What follows belongs to an exercise in optimizing a design on an open flow for small area and a short achievable clock period; a production flow would make more cautious choices.
Where RTL was checked, it was by simulation tests only, not by an equivalence proof against the original.
Power and IR drop assume default switching activity.

==> inputs of 07-18 <==
## executeStage
module executeStage (
    input  logic                         clk_i,
    input  logic                         rst_n_i,
    input  logic                         stall_i,
    input  logic                         bubble_i,
    input  logic [3:0]                   icode_i,
    input  logic [3:0]                   ifun_i,
    input  logic [2:0]                   stat_i,
    input  logic [y86Pkg::WORD_W-1:0]    valA_i,
    input  logic [y86Pkg::WORD_W-1:0]    valB_i,
    input  logic [y86Pkg::WORD_W-1:0]    valC_i,
    input  logic [3:0]                   dstE_i,
    input  logic [3:0]                   dstM_i,
    input  logic [3:0]                   srcA_i,      
    input  logic [3:0]                   srcB_i,
    output logic [3:0]                   icode_o,
    output logic [2:0]                   stat_o,
    output logic [y86Pkg::WORD_W-1:0]    valE_o,
    output logic [y86Pkg::WORD_W-1:0]    valA_o,
    output logic [3:0]                   dstE_o,
    output logic [3:0]                   dstM_o,
    output logic                         cnd_o
);
==> flow/config.mk <==
export PLATFORM = sky130hd
export DESIGN_NAME = executeStage
export DESIGN_NICKNAME = executeStage
export VERILOG_FILES = /design/flow/design.v
export SDC_FILE = /design/flow/constraint.sdc
export NUM_CORES = 4
export LEC_CHECK = 0
export CAP_MARGIN = 20
export CORE_MARGIN = 2
export CORE_UTILIZATION = 40
export SLEW_MARGIN = 20
==> flow/constraint.sdc <==
create_clock -name core_clock -period 7.2 [get_ports {clk_i}]
set_input_delay 1.4400 -clock core_clock [delete_from_list [all_inputs] [get_ports {clk_i}]]
set_output_delay 1.4400 -clock core_clock [all_outputs]
set_load 0.01 [all_outputs]
standard.sh (not shown) runs the stock make flow with config.mk's settings and CLKGATE_MAP_FILE= SYNTH_SCRIPT=/design/flow/synth_recipe.tcl, a recipe that flattens the netlist after the stock synthesis.
==> flow/flow/run.sh <==
#!/bin/bash
set -euo pipefail
export BUFFER_PORTS_ARGS="-buffer_cell sky130_fd_sc_hd__buf_1"
export CTS_BUF_LIST="sky130_fd_sc_hd__clkbuf_8 sky130_fd_sc_hd__clkbuf_16"
export CTS_CLUSTER_SIZE=24
export CTS_CLUSTER_DIAMETER=100
export SETUP_SLACK_MARGIN=4.3
bash standard.sh finish > make_finish.log 2>&1
==> inputs of 09-22, as changes to 07-18 <==
--- a/flow/design.v
+++ b/flow/design.v
@@ -56,18 +56,18 @@
     input  logic [3:0]                   dstE_i,
     input  logic [3:0]                   dstM_i,
     output logic                         bubble_o,
     output logic [3:0]                   icode_o,
     output logic [2:0]                   cfun_o,      
-    output logic                         setCc_o,
     output logic [2:0]                   stat_o,
     output logic [y86Pkg::WORD_W-1:0]    valA_o,
     output logic [y86Pkg::WORD_W-1:1]    opX_o,
     output logic [y86Pkg::WORD_W-1:1]    opY_o,
     output logic                         sum0_o,      
     output logic                         carry1_o,    
     output logic                         noCarry_o,
+    output logic                         zeroE_o,     
     output logic [3:0]                   dstE_o,
     output logic [3:0]                   dstM_o
 );
     localparam int W = y86Pkg::WORD_W;
     logic kill;
@@ -86,11 +86,13 @@
     assign opAdd = isOpq && (ifun_i == 4'h0);
     assign opSub = isOpq && (ifun_i == 4'h1);
     assign opAnd = isOpq && (ifun_i == 4'h2);
     assign opXor = isOpq && (ifun_i == 4'h3);
     logic xB;
-    assign xB = opAdd || opSub || opAnd || opXor || isMem || isPush || isPop;
+    assign xB = isOpq || isMem || isPush || isPop;
+    logic opNone;
+    assign opNone = isOpq && (ifun_i[3:2] != 2'b00);
     logic yA, yNA, yNAB, yC, yM8, yP8;
     assign yA   = opAdd || opXor || isCmov;
     assign yNA  = opSub;
     assign yNAB = opAnd;
     assign yC   = isIrmov || isMem;
@@ -117,22 +119,22 @@
     logic [2:0] cfunNext;
     assign cfunNext = ((isJxx || isCmov) && (ifun_i < 4'd7)) ? ifun_i[2:0] : 3'd7;
     always_ff @(posedge clk_i) begin
         if (load) begin
             bubble_o <= kill;
-            setCc_o  <= !kill && isOpq;
             icode_o  <= icode_i;
             stat_o   <= stat_i;
             dstE_o   <= dstE_i;
             dstM_o   <= dstM_i;
             valA_o   <= valA_i;
             cfun_o   <= cfunNext;
             opX_o    <= xNext[W-1:1];
             opY_o    <= yNext[W-1:1];
             sum0_o   <= sum0Next;
             carry1_o <= carry1Next;
-            noCarry_o <= opAnd || opXor;
+            noCarry_o <= opAnd || opXor || opNone;
+            zeroE_o   <= opNone;
         end
     end
 endmodule
 `timescale 1ns/1ps
 module aluUnit (
@@ -725,10 +727,11 @@
 module memoryRegister (
     input  logic                         clk_i,
     input  logic                         rst_n_i,
     input  logic                         stall_i,
     input  logic                         bubble_i,    
+    input  logic                         zeroE_i,     
     input  logic [3:0]                   icode_i,
     input  logic [2:0]                   stat_i,
     input  logic [y86Pkg::WORD_W-1:0]    valE_i,
     input  logic [y86Pkg::WORD_W-1:0]    valA_i,
     input  logic [3:0]                   dstE_i,
@@ -754,11 +757,11 @@
             dstM_o  <= y86Pkg::REG_NONE;
             cnd_o   <= 1'b0;
         end else begin
             icode_o <= icode_i;
             stat_o  <= stat_i;
-            valE_o  <= valE_i;
+            valE_o  <= zeroE_i ? '0 : valE_i;
             valA_o  <= valA_i;
             dstE_o  <= dstESel;
             dstM_o  <= dstM_i;
             cnd_o   <= cnd_i;
         end
@@ -797,23 +800,25 @@
     logic [y86Pkg::WORD_W-1:1] eOpX;
     logic [y86Pkg::WORD_W-1:1] eOpY;
     logic                      eSum0;
     logic                      eCarry1;
     logic                      eNoCarry;
+    assign eSetCc = (eIcode == y86Pkg::OPQ) && !eBubble;
+    logic                      eZeroE;
     logic [3:0]                eDstE;
     logic [3:0]                eDstM;
     logic [y86Pkg::WORD_W-1:0] aluValE;
     logic                      eCnd;
     executeRegister u_executeRegister (
         .clk_i   (clk_i),   .rst_n_i (rst_n_i), .stall_i (stall_i), .bubble_i (bubble_i),
         .icode_i (icode_i), .ifun_i  (ifun_i),  .stat_i  (stat_i),
         .valA_i  (valA_i),  .valB_i  (valB_i),  .valC_i  (valC_i),
         .dstE_i  (dstE_i),  .dstM_i  (dstM_i),
         .bubble_o (eBubble),
-        .icode_o (eIcode),  .cfun_o  (eCfun),   .setCc_o (eSetCc), .stat_o (eStat),
+        .icode_o (eIcode),  .cfun_o  (eCfun),   .stat_o (eStat),
         .valA_o  (eValA),   .opX_o   (eOpX),    .opY_o   (eOpY),   .sum0_o (eSum0), .carry1_o (eCarry1),
-        .noCarry_o (eNoCarry),
+        .noCarry_o (eNoCarry), .zeroE_o (eZeroE),
         .dstE_o  (eDstE),   .dstM_o  (eDstM)
     );
     aluUnit u_aluUnit (
         .opX_i  (eOpX),    .opY_i   (eOpY),    .sum0_i (eSum0), .carry1_i (eCarry1), .noCarry_i (eNoCarry),
         .valE_o (aluValE)
@@ -824,10 +829,11 @@
         .noCarry_i (eNoCarry),
         .mValE_i (valE_o), .cfun_i (eCfun), .cnd_o (eCnd)
     );
     memoryRegister u_memoryRegister (
         .clk_i   (clk_i),   .rst_n_i (rst_n_i), .stall_i (stall_i), .bubble_i (eBubble),
+        .zeroE_i (eZeroE),
         .icode_i (eIcode),  .stat_i  (eStat),   .valE_i  (aluValE), .valA_i (eValA),
         .dstE_i  (eDstE),   .dstM_i  (eDstM),   .cnd_i   (eCnd),
         .icode_o (icode_o), .stat_o  (stat_o),  .valE_o  (valE_o),  .valA_o (valA_o),
         .dstE_o  (dstE_o),  .dstM_o  (dstM_o),  .cnd_o   (cnd_o)
     );
Settings changed: ABC_AREA set to 1.
==> inputs of 06-17, as changes to 07-18 <==
--- a/flow/design.v
+++ b/flow/design.v
@@ -56,18 +56,18 @@
     input  logic [3:0]                   dstE_i,
     input  logic [3:0]                   dstM_i,
     output logic                         bubble_o,
     output logic [3:0]                   icode_o,
     output logic [2:0]                   cfun_o,      
-    output logic                         setCc_o,
     output logic [2:0]                   stat_o,
     output logic [y86Pkg::WORD_W-1:0]    valA_o,
     output logic [y86Pkg::WORD_W-1:1]    opX_o,
     output logic [y86Pkg::WORD_W-1:1]    opY_o,
     output logic                         sum0_o,      
     output logic                         carry1_o,    
     output logic                         noCarry_o,
+    output logic                         zeroE_o,     
     output logic [3:0]                   dstE_o,
     output logic [3:0]                   dstM_o
 );
     localparam int W = y86Pkg::WORD_W;
     logic kill;
@@ -86,11 +86,13 @@
     assign opAdd = isOpq && (ifun_i == 4'h0);
     assign opSub = isOpq && (ifun_i == 4'h1);
     assign opAnd = isOpq && (ifun_i == 4'h2);
     assign opXor = isOpq && (ifun_i == 4'h3);
     logic xB;
-    assign xB = opAdd || opSub || opAnd || opXor || isMem || isPush || isPop;
+    assign xB = isOpq || isMem || isPush || isPop;
+    logic opNone;
+    assign opNone = isOpq && (ifun_i[3:2] != 2'b00);
     logic yA, yNA, yNAB, yC, yM8, yP8;
     assign yA   = opAdd || opXor || isCmov;
     assign yNA  = opSub;
     assign yNAB = opAnd;
     assign yC   = isIrmov || isMem;
@@ -117,22 +119,22 @@
     logic [2:0] cfunNext;
     assign cfunNext = ((isJxx || isCmov) && (ifun_i < 4'd7)) ? ifun_i[2:0] : 3'd7;
     always_ff @(posedge clk_i) begin
         if (load) begin
             bubble_o <= kill;
-            setCc_o  <= !kill && isOpq;
             icode_o  <= icode_i;
             stat_o   <= stat_i;
             dstE_o   <= dstE_i;
             dstM_o   <= dstM_i;
             valA_o   <= valA_i;
             cfun_o   <= cfunNext;
             opX_o    <= xNext[W-1:1];
             opY_o    <= yNext[W-1:1];
             sum0_o   <= sum0Next;
             carry1_o <= carry1Next;
-            noCarry_o <= opAnd || opXor;
+            noCarry_o <= opAnd || opXor || opNone;
+            zeroE_o   <= opNone;
         end
     end
 endmodule
 `timescale 1ns/1ps
 module aluUnit (
@@ -725,10 +727,11 @@
 module memoryRegister (
     input  logic                         clk_i,
     input  logic                         rst_n_i,
     input  logic                         stall_i,
     input  logic                         bubble_i,    
+    input  logic                         zeroE_i,     
     input  logic [3:0]                   icode_i,
     input  logic [2:0]                   stat_i,
     input  logic [y86Pkg::WORD_W-1:0]    valE_i,
     input  logic [y86Pkg::WORD_W-1:0]    valA_i,
     input  logic [3:0]                   dstE_i,
@@ -754,11 +757,11 @@
             dstM_o  <= y86Pkg::REG_NONE;
             cnd_o   <= 1'b0;
         end else begin
             icode_o <= icode_i;
             stat_o  <= stat_i;
-            valE_o  <= valE_i;
+            valE_o  <= zeroE_i ? '0 : valE_i;
             valA_o  <= valA_i;
             dstE_o  <= dstESel;
             dstM_o  <= dstM_i;
             cnd_o   <= cnd_i;
         end
@@ -797,23 +800,25 @@
     logic [y86Pkg::WORD_W-1:1] eOpX;
     logic [y86Pkg::WORD_W-1:1] eOpY;
     logic                      eSum0;
     logic                      eCarry1;
     logic                      eNoCarry;
+    assign eSetCc = (eIcode == y86Pkg::OPQ) && !eBubble;
+    logic                      eZeroE;
     logic [3:0]                eDstE;
     logic [3:0]                eDstM;
     logic [y86Pkg::WORD_W-1:0] aluValE;
     logic                      eCnd;
     executeRegister u_executeRegister (
         .clk_i   (clk_i),   .rst_n_i (rst_n_i), .stall_i (stall_i), .bubble_i (bubble_i),
         .icode_i (icode_i), .ifun_i  (ifun_i),  .stat_i  (stat_i),
         .valA_i  (valA_i),  .valB_i  (valB_i),  .valC_i  (valC_i),
         .dstE_i  (dstE_i),  .dstM_i  (dstM_i),
         .bubble_o (eBubble),
-        .icode_o (eIcode),  .cfun_o  (eCfun),   .setCc_o (eSetCc), .stat_o (eStat),
+        .icode_o (eIcode),  .cfun_o  (eCfun),   .stat_o (eStat),
         .valA_o  (eValA),   .opX_o   (eOpX),    .opY_o   (eOpY),   .sum0_o (eSum0), .carry1_o (eCarry1),
-        .noCarry_o (eNoCarry),
+        .noCarry_o (eNoCarry), .zeroE_o (eZeroE),
         .dstE_o  (eDstE),   .dstM_o  (eDstM)
     );
     aluUnit u_aluUnit (
         .opX_i  (eOpX),    .opY_i   (eOpY),    .sum0_i (eSum0), .carry1_i (eCarry1), .noCarry_i (eNoCarry),
         .valE_o (aluValE)
@@ -824,10 +829,11 @@
         .noCarry_i (eNoCarry),
         .mValE_i (valE_o), .cfun_i (eCfun), .cnd_o (eCnd)
     );
     memoryRegister u_memoryRegister (
         .clk_i   (clk_i),   .rst_n_i (rst_n_i), .stall_i (stall_i), .bubble_i (eBubble),
+        .zeroE_i (eZeroE),
         .icode_i (eIcode),  .stat_i  (eStat),   .valE_i  (aluValE), .valA_i (eValA),
         .dstE_i  (eDstE),   .dstM_i  (eDstM),   .cnd_i   (eCnd),
         .icode_o (icode_o), .stat_o  (stat_o),  .valE_o  (valE_o),  .valA_o (valA_o),
         .dstE_o  (dstE_o),  .dstM_o  (dstM_o),  .cnd_o   (cnd_o)
     );
==> flow/flow/run.sh (replaced) <==
#!/bin/bash
set -euo pipefail
export BUFFER_PORTS_ARGS="-buffer_cell sky130_fd_sc_hd__buf_1"
export CTS_BUF_LIST="sky130_fd_sc_hd__clkbuf_8 sky130_fd_sc_hd__clkbuf_16"
export CTS_CLUSTER_SIZE=24
export CTS_CLUSTER_DIAMETER=100
export SETUP_SLACK_MARGIN=5.0
bash standard.sh finish > make_finish.log 2>&1
Settings changed: ABC_AREA set to 1.
==> qor summary <==
|  | 06-17 | 07-18 | 09-22 |
|---|---|---|---|
| Seq pwr share | 50.9% | 55.7% | 54.6% |
| Repair and plain buffers | 465 | 397 | 376 |
| Area growth from synthesis to layout | 43.8% | 20.5% | 14.9% |
| Area of the core | 42800 um2 | 37800 um2 | 42800 um2 |
| Startpoint kind of the worst setup timing path | primary input | flop | primary input |
| Run status | no timing/DRC/antenna violations | no timing/DRC/antenna violations | no timing/DRC/antenna violations |
| Synthesized instance count | 1979 | 1290 | 1979 |
| Via density per instance | 5.17 | 5.29 | 4.97 |
| Fraction of synthesized area in multiplexers | 0% | 0.196% | 0% |
| Fraction of the cycle the final worst path needs | 34.9% | 40.7% | 39.4% |
| Post-synthesis instance area | 17300 um2 | 15300 um2 | 17300 um2 |
| Adder-cell area share of the yosys netlist | 4.71% | 5.37% | 4.71% |
| Clock Buffer Count | 20 | 20 | 19 |
| Area of the multi-input gates | 8870 um2 | 5960 um2 | 6560 um2 |
| Router iterations before antenna repair | 5 | 5 | 6 |
| Clock distribution area overhead in the final layout | 2.27% | 3.03% | 2.73% |
The RTL of 07-18 was laid out without a check of its function.

separate check: timing with driven ports:
The results above use ideal ports. As a check the final layouts listed here were re-extracted and re-timed, cells and wires unchanged.
Step 1, drivers: a clkbuf_16 drives clk_i and a buf_2 each remaining input, both assumed.
Step 2 also shifts input and output timing later by t, the mid clock arrival at the registers, as if the neighbouring blocks saw the same clock.
a / b / c = no drivers / after step 1 / after step 2; a / b = the first two.
run	t (ns)	slack for setup (ns)	worst setup path at the end
07-18	0.584	4.269 / 4.269 / 3.721	input to register
09-22	0.589	4.366 / 4.342 / 3.754	input to register
06-17	0.585	4.689 / 4.670 / 4.105	input to register
After both steps setup and hold are still met in every run listed. For 09-22, which loses most, drivers alone change the setup slack by -0.024 ns; drivers and shift together by -0.612 ns.
